Background: an optimization exercise with open tools, aiming at small area and a short achievable clock period. Do not read the settings as production practice. Where RTL was checked, it was by simulation tests only, not by an equivalence proof against the original. The flow treats the clock pin as an ideal source, which a real chip does not have.

==> inputs of v6 <==
==> flow/design.v <==
package gp_regs_pkg;
  localparam int DEF_DATA_W = 32;
  localparam int DEF_IDX_W  = 4;
  localparam int DEF_LANE_W = 16;
endpackage
import gp_regs_pkg::*;
module gp_regs_wmerge (
  input  logic sel1,
  input  logic d1,
  input  logic sel0,
  input  logic d0,
  input  logic hold,
  input  logic q,
  output logic y
);
  assign y = (sel1 & d1) | (sel0 & d0) | (hold & q);
endmodule
module gp_regs_aoi222 (
  input  logic [2:0] s,
  input  logic [2:0] v,
  output logic       yn
);
  assign yn = ~|(s & v);
endmodule
module gp_regs_rdbit
#(
  parameter int N = 19
) (
  input  logic [N-1:0] sel,
  input  logic [N-1:0] val,
  output logic         y
);
  localparam int G = N / 3;
  localparam int R = N - 3*G;
  logic [G-1:0] yn;
  for (genvar g = 0; g < G; g++) begin : g_aoi
    gp_regs_aoi222 u_aoi (.s(sel[3*g +: 3]), .v(val[3*g +: 3]), .yn(yn[g]));
  end
  if (R > 0) begin : g_rest
    assign y = ~&yn | |(sel[N-1 -: R] & val[N-1 -: R]);
  end else begin : g_norest
    assign y = ~&yn;
  end
endmodule
import gp_regs_pkg::*;
module gp_regs_mp
#(
  parameter int DATA_W  = DEF_DATA_W,
  parameter int REG_NUM = 16,
  parameter int IDX_W   = DEF_IDX_W,
  parameter int NUM_RD  = 2,
  parameter int NUM_WR  = 2,
  parameter int LANE_W  = DEF_LANE_W,
  parameter int ZERO_R0 = 0,
  localparam int NL     = DATA_W / LANE_W
) (
  input  logic                     clk,
  input  logic                     rst_n,
  input  logic [NUM_WR-1:0]        wr_en_i,
  input  logic [NUM_WR*IDX_W-1:0]  wr_idx_i,
  input  logic [NUM_WR*DATA_W-1:0] wr_data_i,
  input  logic [NUM_WR*NL-1:0]     wr_lane_i,
  input  logic [NUM_WR-1:0]        wr_rel_i,
  input  logic [NUM_RD-1:0]        rd_en_i,
  input  logic [NUM_RD*IDX_W-1:0]  rd_idx_i,
  output logic [NUM_RD*DATA_W-1:0] rd_data_o,
  output logic [NUM_RD-1:0]        rd_busy_o,
  input  logic                     rsv_en_i,
  input  logic [IDX_W-1:0]         rsv_idx_i,
  output logic [REG_NUM-1:0]       busy_o
);
  logic [DATA_W-1:0]    regs    [REG_NUM];
  logic [DATA_W-1:0]    nxt     [REG_NUM];
  logic [NL-1:0]        vld     [REG_NUM];
  logic [NL-1:0]        hit     [NUM_WR][REG_NUM];
  logic [REG_NUM-1:0]   busy_nxt;
  always_comb begin
    for (int p = 0; p < NUM_WR; p++)
      for (int r = 0; r < REG_NUM; r++)
        for (int l = 0; l < NL; l++)
          hit[p][r][l] = wr_en_i[p] && (wr_idx_i[p*IDX_W +: IDX_W] == IDX_W'(r))
                         && wr_lane_i[p*NL + l];
  end
  for (genvar r = 0; r < REG_NUM; r++) begin : g_reg
    for (genvar l = 0; l < NL; l++) begin : g_lane
      logic sel1, sel0, hold;
      assign sel1 = hit[1][r][l];
      assign sel0 = hit[0][r][l] & ~hit[1][r][l];
      assign hold = ~(hit[0][r][l] | hit[1][r][l]);
      for (genvar b = l*LANE_W; b < (l+1)*LANE_W; b++) begin : g_bit
        gp_regs_wmerge u_wm (
          .sel1(sel1), .d1(wr_data_i[1*DATA_W + b]),
          .sel0(sel0), .d0(wr_data_i[0*DATA_W + b]),
          .hold(hold), .q (regs[r][b]),
          .y   (nxt[r][b])
        );
      end
    end
  end
  always_comb begin
    for (int r = 0; r < REG_NUM; r++) begin
      busy_nxt[r] = busy_o[r];
      for (int p = 0; p < NUM_WR; p++)
        if (wr_en_i[p] && wr_rel_i[p] && wr_idx_i[p*IDX_W +: IDX_W] == IDX_W'(r))
          busy_nxt[r] = 1'b0;
      if (rsv_en_i && rsv_idx_i == IDX_W'(r)) busy_nxt[r] = 1'b1;
    end
  end
  localparam int NT = REG_NUM + NUM_WR + 1;
  logic [DATA_W-1:0] rd_nxt [NUM_RD];
  logic [NUM_RD-1:0] rb_nxt;
  for (genvar q = 0; q < NUM_RD; q++) begin : g_rd
    logic [IDX_W-1:0]   ridx;
    logic [REG_NUM-1:0] rsel;
    logic [NUM_WR-1:0]  wmatch;
    assign ridx = rd_idx_i[q*IDX_W +: IDX_W];
    for (genvar r = 0; r < REG_NUM; r++) begin : g_sel
      assign rsel[r] = rd_en_i[q] && ridx == IDX_W'(r);
    end
    for (genvar p = 0; p < NUM_WR; p++) begin : g_match
      assign wmatch[p] = rd_en_i[q] && wr_en_i[p] && wr_idx_i[p*IDX_W +: IDX_W] == ridx;
    end
    assign rb_nxt[q] = rd_en_i[q] ? |(rsel & busy_nxt) : rd_busy_o[q];
    for (genvar l = 0; l < NL; l++) begin : g_lane
      logic [NT-1:0] tsel;
      logic byp1, byp0;
      assign byp1 = wmatch[1] & wr_lane_i[1*NL + l];
      assign byp0 = wmatch[0] & wr_lane_i[0*NL + l] & ~byp1;
      for (genvar r = 0; r < REG_NUM; r++) begin : g_tsel
        assign tsel[r] = rsel[r] & vld[r][l] & ~(hit[0][r][l] | hit[1][r][l]);
      end
      assign tsel[REG_NUM]   = byp1;
      assign tsel[REG_NUM+1] = byp0;
      assign tsel[REG_NUM+2] = ~rd_en_i[q];
      for (genvar b = l*LANE_W; b < (l+1)*LANE_W; b++) begin : g_bit
        logic [NT-1:0] tval;
        for (genvar r = 0; r < REG_NUM; r++) begin : g_tval
          assign tval[r] = regs[r][b];
        end
        assign tval[REG_NUM]   = wr_data_i[1*DATA_W + b];
        assign tval[REG_NUM+1] = wr_data_i[0*DATA_W + b];
        assign tval[REG_NUM+2] = rd_data_o[q*DATA_W + b];
        gp_regs_rdbit #(.N(NT)) u_rb (.sel(tsel), .val(tval), .y(rd_nxt[q][b]));
      end
    end
  end
  always_ff @(posedge clk) begin
    for (int r = 0; r < REG_NUM; r++) regs[r] <= nxt[r];
  end
  always_ff @(posedge clk or negedge rst_n) begin
    if (!rst_n) begin
      for (int r = 0; r < REG_NUM; r++) vld[r] <= '0;
      busy_o    <= '0;
      rd_data_o <= '0;
      rd_busy_o <= '0;
    end else begin
      for (int r = 0; r < REG_NUM; r++)
        for (int l = 0; l < NL; l++)
          vld[r][l] <= vld[r][l] | hit[0][r][l] | hit[1][r][l];
      busy_o <= busy_nxt;
      for (int q = 0; q < NUM_RD; q++) begin
        rd_data_o[q*DATA_W +: DATA_W] <= rd_nxt[q];
        rd_busy_o[q]                  <= rb_nxt[q];
      end
    end
  end
endmodule
==> flow/flow/run.sh <==
#!/bin/bash
# Standard ORFS layout with smaller port buffers, no CTS dummy loads and
# free cell-footprint choice in timing repair.
set -euo pipefail
export BUFFER_PORTS_ARGS="-buffer_cell sky130_fd_sc_hd__buf_2"
export CTS_ARGS="-sink_clustering_enable -repair_clock_nets -dont_use_dummy_load"
bash standard.sh MATCH_CELL_FOOTPRINT=0 finish > standard.log 2>&1
==> flow/standard.sh <==
#!/bin/bash
# synth_recipe.tcl (not shown) runs the flow's synth.tcl, then flattens the netlist and writes it again
# the make line also repeats each setting of config.mk as NAME=value (left out here)
make -C /OpenROAD-flow-scripts/flow DESIGN_CONFIG=/design/flow/config.mk WORK_HOME=/design/flow/orfs CLKGATE_MAP_FILE= SYNTH_SCRIPT=/design/flow/synth_recipe.tcl "${@:-finish}"
==> flow/config.mk <==
export PLATFORM = sky130hd
export DESIGN_NAME = gp_regs_mp
export DESIGN_NICKNAME = gp_regs_mp
export VERILOG_FILES = /design/flow/design.v
export SDC_FILE = /design/flow/constraint.sdc
export NUM_CORES = 4
export LEC_CHECK = 0
export CAP_MARGIN = 20
export CORE_MARGIN = 2
export CORE_UTILIZATION = 40
export SETUP_SLACK_MARGIN = 1.6
export SLEW_MARGIN = 20
export SYNTH_HIERARCHICAL = 1
==> flow/constraint.sdc <==
create_clock -name core_clock -period 4.0 [get_ports {clk}]
set_input_delay 0.8000 -clock core_clock [delete_from_list [all_inputs] [get_ports {clk}]]
set_output_delay 0.8000 -clock core_clock [all_outputs]
set_load 0.01 [all_outputs]
==> v11 (differences from v6) <==
--- a/flow/design.v
+++ b/flow/design.v
@@ -41,6 +41,27 @@
   end else begin : g_norest
     assign y = ~&yn;
   end
+endmodule
+module gp_regs_rdsel
+#(
+  parameter int NREG = 16
+) (
+  input  logic [NREG-1:0] rsel,
+  input  logic [NREG-1:0] vld,
+  input  logic [NREG-1:0] hold,
+  input  logic            wm1,
+  input  logic            ln1,
+  input  logic            wm0,
+  input  logic            ln0,
+  input  logic            en,
+  output logic [NREG+2:0] tsel
+);
+  logic byp1;
+  assign byp1 = wm1 & ln1;
+  assign tsel[NREG-1:0] = rsel & vld & hold;
+  assign tsel[NREG]     = byp1;
+  assign tsel[NREG+1]   = wm0 & ln0 & ~byp1;
+  assign tsel[NREG+2]   = ~en;
 endmodule
 import gp_regs_pkg::*;
 module gp_regs_mp
@@ -71,7 +92,7 @@
 );
   logic [DATA_W-1:0]    regs    [REG_NUM];
   logic [DATA_W-1:0]    nxt     [REG_NUM];
-  logic [NL-1:0]        vld     [REG_NUM];
+  logic [REG_NUM-1:0]   vld;
   logic [NL-1:0]        hit     [NUM_WR][REG_NUM];
   logic [REG_NUM-1:0]   busy_nxt;
   always_comb begin
@@ -86,7 +107,7 @@
       logic sel1, sel0, hold;
       assign sel1 = hit[1][r][l];
       assign sel0 = hit[0][r][l] & ~hit[1][r][l];
-      assign hold = ~(hit[0][r][l] | hit[1][r][l]);
+      assign hold = ~(hit[0][r][l] | hit[1][r][l]) & vld[r];
       for (genvar b = l*LANE_W; b < (l+1)*LANE_W; b++) begin : g_bit
         gp_regs_wmerge u_wm (
           .sel1(sel1), .d1(wr_data_i[1*DATA_W + b]),
@@ -95,6 +116,15 @@
           .y   (nxt[r][b])
         );
       end
+    end
+  end
+  logic [REG_NUM-1:0] relhit;
+  always_comb begin
+    for (int r = 0; r < REG_NUM; r++) begin
+      relhit[r] = 1'b0;
+      for (int p = 0; p < NUM_WR; p++)
+        if (wr_en_i[p] && wr_rel_i[p] && wr_idx_i[p*IDX_W +: IDX_W] == IDX_W'(r))
+          relhit[r] = 1'b1;
     end
   end
   always_comb begin
@@ -120,27 +150,40 @@
     for (genvar p = 0; p < NUM_WR; p++) begin : g_match
       assign wmatch[p] = rd_en_i[q] && wr_en_i[p] && wr_idx_i[p*IDX_W +: IDX_W] == ridx;
     end
-    assign rb_nxt[q] = rd_en_i[q] ? |(rsel & busy_nxt) : rd_busy_o[q];
+    logic [REG_NUM+1:0] bsel, bval;
+    for (genvar r = 0; r < REG_NUM; r++) begin : g_bsel
+      assign bsel[r] = rsel[r] & ~relhit[r];
+      assign bval[r] = busy_o[r];
+    end
+    assign bsel[REG_NUM]   = rd_en_i[q] && rsv_en_i && rsv_idx_i == ridx;
+    assign bval[REG_NUM]   = 1'b1;
+    assign bsel[REG_NUM+1] = ~rd_en_i[q];
+    assign bval[REG_NUM+1] = rd_busy_o[q];
+    gp_regs_rdbit #(.N(REG_NUM+2)) u_rbusy (.sel(bsel), .val(bval), .y(rb_nxt[q]));
     for (genvar l = 0; l < NL; l++) begin : g_lane
-      logic [NT-1:0] tsel;
-      logic byp1, byp0;
-      assign byp1 = wmatch[1] & wr_lane_i[1*NL + l];
-      assign byp0 = wmatch[0] & wr_lane_i[0*NL + l] & ~byp1;
-      for (genvar r = 0; r < REG_NUM; r++) begin : g_tsel
-        assign tsel[r] = rsel[r] & vld[r][l] & ~(hit[0][r][l] | hit[1][r][l]);
-      end
-      assign tsel[REG_NUM]   = byp1;
-      assign tsel[REG_NUM+1] = byp0;
-      assign tsel[REG_NUM+2] = ~rd_en_i[q];
-      for (genvar b = l*LANE_W; b < (l+1)*LANE_W; b++) begin : g_bit
-        logic [NT-1:0] tval;
-        for (genvar r = 0; r < REG_NUM; r++) begin : g_tval
-          assign tval[r] = regs[r][b];
+      logic [REG_NUM-1:0] vld_l, hold_l;
+      for (genvar r = 0; r < REG_NUM; r++) begin : g_vh
+        assign vld_l[r]  = vld[r];
+        assign hold_l[r] = ~(hit[0][r][l] | hit[1][r][l]);
+      end
+      for (genvar h = 0; h < 2; h++) begin : g_half
+        logic [NT-1:0] tsel;
+        gp_regs_rdsel #(.NREG(REG_NUM)) u_sel (
+          .rsel(rsel), .vld(vld_l), .hold(hold_l),
+          .wm1(wmatch[1]), .ln1(wr_lane_i[1*NL + l]),
+          .wm0(wmatch[0]), .ln0(wr_lane_i[0*NL + l]),
+          .en(rd_en_i[q]), .tsel(tsel)
+        );
+        for (genvar b = l*LANE_W + h*LANE_W/2; b < l*LANE_W + (h+1)*LANE_W/2; b++) begin : g_bit
+          logic [NT-1:0] tval;
+          for (genvar r = 0; r < REG_NUM; r++) begin : g_tval
+            assign tval[r] = regs[r][b];
+          end
+          assign tval[REG_NUM]   = wr_data_i[1*DATA_W + b];
+          assign tval[REG_NUM+1] = wr_data_i[0*DATA_W + b];
+          assign tval[REG_NUM+2] = rd_data_o[q*DATA_W + b];
+          gp_regs_rdbit #(.N(NT)) u_rb (.sel(tsel), .val(tval), .y(rd_nxt[q][b]));
         end
-        assign tval[REG_NUM]   = wr_data_i[1*DATA_W + b];
-        assign tval[REG_NUM+1] = wr_data_i[0*DATA_W + b];
-        assign tval[REG_NUM+2] = rd_data_o[q*DATA_W + b];
-        gp_regs_rdbit #(.N(NT)) u_rb (.sel(tsel), .val(tval), .y(rd_nxt[q][b]));
       end
     end
   end
@@ -149,14 +192,14 @@
   end
   always_ff @(posedge clk or negedge rst_n) begin
     if (!rst_n) begin
-      for (int r = 0; r < REG_NUM; r++) vld[r] <= '0;
+      vld       <= '0;
       busy_o    <= '0;
       rd_data_o <= '0;
       rd_busy_o <= '0;
     end else begin
       for (int r = 0; r < REG_NUM; r++)
         for (int l = 0; l < NL; l++)
-          vld[r][l] <= vld[r][l] | hit[0][r][l] | hit[1][r][l];
+          if (hit[0][r][l] | hit[1][r][l]) vld[r] <= 1'b1;
       busy_o <= busy_nxt;
       for (int q = 0; q < NUM_RD; q++) begin
         rd_data_o[q*DATA_W +: DATA_W] <= rd_nxt[q];
==> flow/flow/run.sh (replaced) <==
#!/bin/bash
# Standard ORFS layout with smaller port buffers, a clock tree of clkbuf_8
# without dummy loads, free cell-footprint choice in timing repair, and an
# extra gate-sizing pass after CTS (flow/post_cts.tcl).
set -euo pipefail
export BUFFER_PORTS_ARGS="-buffer_cell sky130_fd_sc_hd__buf_2"
export CTS_ARGS="-sink_clustering_enable -repair_clock_nets -dont_use_dummy_load -buf_list {sky130_fd_sc_hd__clkbuf_8}"
export POST_CTS_TCL="$(pwd)/flow/post_cts.tcl"
bash standard.sh MATCH_CELL_FOOTPRINT=0 finish > standard.log 2>&1
==> flow/flow/post_cts.tcl (new file) <==
log_cmd estimate_parasitics -placement
log_cmd repair_timing -setup -setup_margin 2.0 -sequence "sizeup,swap" -verbose
log_cmd detailed_placement
log_cmd estimate_parasitics -placement
==> flow/config.mk (replaced) <==
export PLATFORM = sky130hd
export DESIGN_NAME = gp_regs_mp
export DESIGN_NICKNAME = gp_regs_mp
export VERILOG_FILES = /design/flow/design.v
export SDC_FILE = /design/flow/constraint.sdc
export NUM_CORES = 4
export LEC_CHECK = 0
export CAP_MARGIN = 10
export CELL_PAD_IN_SITES_DETAIL_PLACEMENT = 1
export CELL_PAD_IN_SITES_GLOBAL_PLACEMENT = 1
export CORE_MARGIN = 2
export CORE_UTILIZATION = 35
export PLACE_DENSITY = 0.5
export SETUP_SLACK_MARGIN = 1.6
export SLEW_MARGIN = 10
export SYNTH_HIERARCHICAL = 1
==> metrics.md <==
| Metric | Value |
|---|---|
| Compound-gate portion of the synthesized area | 32.9% |
| Layout fillers | 9133 |
| Die Area | 84700 µm² |
| Worst Max-Slew Pin Slew | 1.05 ns |
| Fin crit period | 2.34 ns |
| Outcome | timing/DRC/antenna clean |
| Area added between synthesis and finish | 21.7% |
The numbers above come from v11.

==> metrics.md <==
| Metric | Value |
|---|---|
| Outcome | timing/DRC/antenna clean |
| Worst Max-Slew Pin Slew | 1.20 ns |
| Area added between synthesis and finish | 27.1% |
| Die Area | 72800 µm² |
| Gates resized, CTS repair | 90 |
| Compound-gate portion of the synthesized area | 34.0% |
The numbers above come from v6.

The RTL of v6 was laid out without a check of its function.

port drivers added, routing unchanged:
No port has a modelled driver above. Below, the same layouts with a new extraction and two added sets of constraints.
Step 1 sets driving cells, clkbuf_16 on the clock port and buf_2 on the other inputs (assumed; they add their load-dependent delay and slew).
Step 2, shift: input delay + t, output delay - t, t = (earliest + latest rising clock arrival at the registers) / 2. This alone moves slack from input paths to output paths.
a / b / c = no drivers / after step 1 / after step 2; a / b = the first two.
run	t, ns	slack for setup (ns)	worst setup path after step 2	slew at the worst register clock pin (ns)
v6	0.663	1.372 / 1.421 / 0.758	input to register	0.06 / 0.06
v11	0.807	1.660 / 1.686 / 0.879	input to register	0.06 / 0.06
After both steps setup and hold are still met in every run listed. For v11, which loses most, drivers alone change the setup slack by +0.026 ns; drivers and shift together by -0.781 ns.
